This is an optimization exercise on Yosys and OpenROAD, whose aim is small area, a short achievable clock period and few clock cycles per item, not a production implementation.
Only simulation tests tie the RTL to the original design; equivalence was not proved.
No activity file was given, so power comes from the tool's default toggle rates.

## JK
==> flow/config.mk <==
export PLATFORM = sky130hd
export DESIGN_NAME = exec_unit
export DESIGN_NICKNAME = exec_unit
export VERILOG_FILES = /design/flow/design.v
export SDC_FILE = /design/flow/constraint.sdc
export NUM_CORES = 4
export LEC_CHECK = 0
export ABC_CLOCK_PERIOD_IN_PS = 2500
export CAP_MARGIN = 20
export CORE_MARGIN = 10
export CORE_UTILIZATION = 40
export PLACE_DENSITY = 0.6
export SETUP_SLACK_MARGIN = 3.7
export SLEW_MARGIN = 20
==> flow/constraint.sdc <==
create_clock -name core_clock -period 6.5 [get_ports {clk}]
set_input_delay 1.3000 -clock core_clock [delete_from_list [all_inputs] [get_ports {clk}]]
set_output_delay 1.3000 -clock core_clock [all_outputs]
set_load 0.01 [all_outputs]
run.sh (not shown) runs the stock make flow with config.mk's settings and CLKGATE_MAP_FILE= SYNTH_SCRIPT=/design/flow/synth_recipe.tcl, a recipe that flattens the netlist after the stock synthesis.
Testbench counts of JK, summed over its fixed seeds: cycles 22,948, items 16,000.
What MS does differently from JK at the input level:
diff --git a/flow/design.v b/flow/design.v
--- a/flow/design.v
+++ b/flow/design.v
@@ -55,13 +55,13 @@
 endpackage
 `default_nettype wire
 `default_nettype none
 package exu_pkg;
   localparam int XLEN = 64;
   typedef logic [XLEN-1:0] xlen_t;
-  localparam int MUL_RADIX_BITS = 8;
+  localparam int MUL_RADIX_BITS = 4;
   typedef struct packed {
     logic sel_sum;    
     logic clr_lsb;    
     logic sel_shr;    
     logic sel_shl;    
     logic sel_xor;
==> run summary <==
- The final layout from MS, which completed every stage, passed the timing, DRC and antenna checks at the end of the flow.
- Summary of MS over JK: simple-gate share of the synthesized area shows an increase of 0.64 points; global-route usage went down by 4.2 points; combinational logic power fell about 50%.
- The commonest non-fill, non-tap cell in the layout comes out sky130_fd_sc_hd__nand2_1 in one run and sky130_fd_sc_hd__inv_1 in the other, namely in MS and JK respectively.
- Depth of the critical timing path with buffers and inverters included: lower on MS
- MS vs JK — synthesized instance count dropped by more than 10%
- Non-clock buffer count: MS vs JK down about 18%
- Relative to JK, the post-detailed-routing wire length of MS is lower by 62000 µm.
- Final standard cell area without fillers: MS vs JK down about 16%
Testbench counts of MS, summed over its fixed seeds: cycles 30,284, items 16,000.

========
exec_unit, a different RTL version from the one above (not shown whole).
Size in the first run: about 6100 cells after synthesis, roughly 460 flip-flops, ~230 I/O pins.
## exec_unit
module exec_unit (
  input  wire                       clk,
  input  wire                       arst_n_i,
  input  wire                       valid_i,
  input  wire [31:0]                instr_i,
  input  wire [63:0]                src_a_i,
  input  wire [63:0]                src_b_i,
  output logic [63:0]               result_o,
  output logic                      done_o,
  output logic                      ready_o
);
==> flow/config.mk <==
export PLATFORM = sky130hd
export DESIGN_NAME = exec_unit
export DESIGN_NICKNAME = exec_unit
export VERILOG_FILES = /design/flow/design.v
export SDC_FILE = /design/flow/constraint.sdc
export NUM_CORES = 4
export LEC_CHECK = 0
export ABC_AREA = 1
export CAP_MARGIN = 20
export CORE_MARGIN = 10
export CORE_UTILIZATION = 40
export PLACE_DENSITY = 0.6
export SETUP_SLACK_MARGIN = 3.5
export SLEW_MARGIN = 20
==> flow/constraint.sdc <==
create_clock -name core_clock -period 6.5 [get_ports {clk}]
set_input_delay 1.3000 -clock core_clock [delete_from_list [all_inputs] [get_ports {clk}]]
set_output_delay 1.3000 -clock core_clock [all_outputs]
set_load 0.01 [all_outputs]
Testbench counts at the start, summed over its fixed seeds: cycles 23,029, items 16,000.
==> next run, changes <==
--- a/flow/design.v
+++ b/flow/design.v
@@ -280,13 +280,13 @@
   input  wire [3:0]              two_i,       
   input  wire [3:0]              neg_i,       
   input  wire [3:0]              one_h_i,     
   input  wire [3:0]              two_h_i,
   input  wire [3:0]              neg_h_i,
   input  wire                    first_i,     
-  input  wire                    fin_ci_i,    
+  input  wire                    corr_i,      
   input  wire [66:0]             acc_s_i,
   input  wire [66:0]             acc_c_i,
   input  wire [7:0]              ret_s_i,
   input  wire [7:0]              ret_c_i,
   input  wire                    low_ci_i,
   output logic [66:0]            acc_s_o,
@@ -337,23 +337,28 @@
     c1 = csa_c(vec_t'(fs_i), vec_t'(fc_i), u[0]) | vec_t'(n3);
     s2 = csa_s(u[1], u[2], u[3]);
     c2 = csa_c(u[1], u[2], u[3]) | vec_t'(n3);
     s3 = csa_s(s1, c1, s2);
     c3 = csa_c(s1, c1, s2) | vec_t'(n3);
     xs = csa_s(s3, c3, c2);
-    xc = csa_c(s3, c3, c2) | vec_t'(n3 | fin_ci_i);
+    xc = csa_c(s3, c3, c2) | vec_t'(n3);
   end
   always_comb begin
     acc_s_o  = xs[TW-1:8];
     acc_c_o  = xc[TW-1:8];
     ret_s_o  = xs[7:0];
     ret_c_o  = xc[7:0];
     {low_ci_o, prod_bits_o} = {1'b0, rs_i} + {1'b0, rc_i} + {8'd0, lc_i};
   end
-  assign high_s_o = xs[63:0];
-  assign high_c_o = xc[63:0];
+  exu_pkg::xlen_t corr;
+  always_comb begin
+    corr     = corr_i ? mcand_i : 64'd0;
+    high_s_o = acc_s_i[63:0] ^ acc_c_i[63:0] ^ corr;
+    high_c_o = {((acc_s_i[62:0] & acc_c_i[62:0]) | (acc_s_i[62:0] & corr[62:0]) |
+                 (acc_c_i[62:0] & corr[62:0])), low_ci_o};
+  end
 endmodule
 module booth_enc (
   input  wire [7:0]  bits_i,
   input  wire        prev_i,
   output logic [3:0] one_o,
   output logic [3:0] two_o,
@@ -453,13 +458,13 @@
     .two_i       (two_q),
     .neg_i       (neg_q),
     .one_h_i     (one_h_q),
     .two_h_i     (two_h_q),
     .neg_h_i     (neg_h_q),
     .first_i     (first_q),
-    .fin_ci_i    (mul_fin_q & low_ci_d),
+    .corr_i      (mreq_q.corr),
     .acc_s_i     (acc_s_q),
     .acc_c_i     (acc_c_q),
     .ret_s_i     (ret_s_q),
     .ret_c_i     (ret_c_q),
     .low_ci_i    (low_ci_q),
     .acc_s_o     (acc_s_d),
@@ -470,15 +475,14 @@
     .prod_bits_o (prod_bits),
     .high_s_o    (high_s),
     .high_c_o    (high_c)
   );
   assign low_next = {prod_bits, op_b_q[63:K]};
   booth_enc booth_enc_inst (
-    .bits_i (last_step ? {7'd0, mreq_q.corr} :
-             busy_q ? op_b_q[2*K-1:K] : src_b_i[K-1:0]),
-    .prev_i (!last_step & busy_q & op_b_q[K-1]),
+    .bits_i (busy_q ? op_b_q[2*K-1:K] : src_b_i[K-1:0]),
+    .prev_i (busy_q & op_b_q[K-1]),
     .one_o  (one_d),
     .two_o  (two_d),
     .neg_o  (neg_d)
   );
   always_ff @(posedge clk) begin
     acc_s_q  <= acc_s_d;
The changed run ran to the end with no violations.
Synthesized cell count came out higher by a few percent.
Clock-buffer cell count came out higher by 4.
Die area rose by a few percent.
Hold slack is about the same.
Register-to-register slack improved by 0.25 ns.
Routed wire length drops by a little under a tenth.
Design area is lower by a few percent.
Testbench counts after the change, summed over its fixed seeds: cycles 23,029, items 16,000.

[port drivers added, routing unchanged]
The flow's constraints put no driver on any port. The routed layouts listed below were extracted and timed again, unchanged, in two steps.
Step 1, drivers: a clkbuf_16 drives clk and a buf_2 each remaining input, both assumed.
Step 2 moves the port delays by t, midway between the first and last clock arrival at a register: inputs arrive t later, outputs are due t later. That takes back most of the time a late clock gives input paths.
a / b / c = ideal / step 1 / step 2; a / b = the first two.
run	t (ns)	setup slack, ns	hold slack, ns	cell pins on the clock port's net
JK	0.728	1.565 / 1.565 / 1.565	0.437 / 0.437 / 0.437	1
MS	0.730	1.779 / 1.779 / 1.779	0.432 / 0.432 / 0.432	1
the first run of note 2	0.761	3.232 / 3.232 / 2.688	0.423 / 0.423 / 0.423	1
the second run of note 2	0.752	3.478 / 3.478 / 2.780	0.425 / 0.425 / 0.425	1
After both steps setup and hold are still met in every run listed. The setup slack of the second run of note 2, which loses most, moves by 0.000 ns with the drivers and by -0.698 ns with both steps.
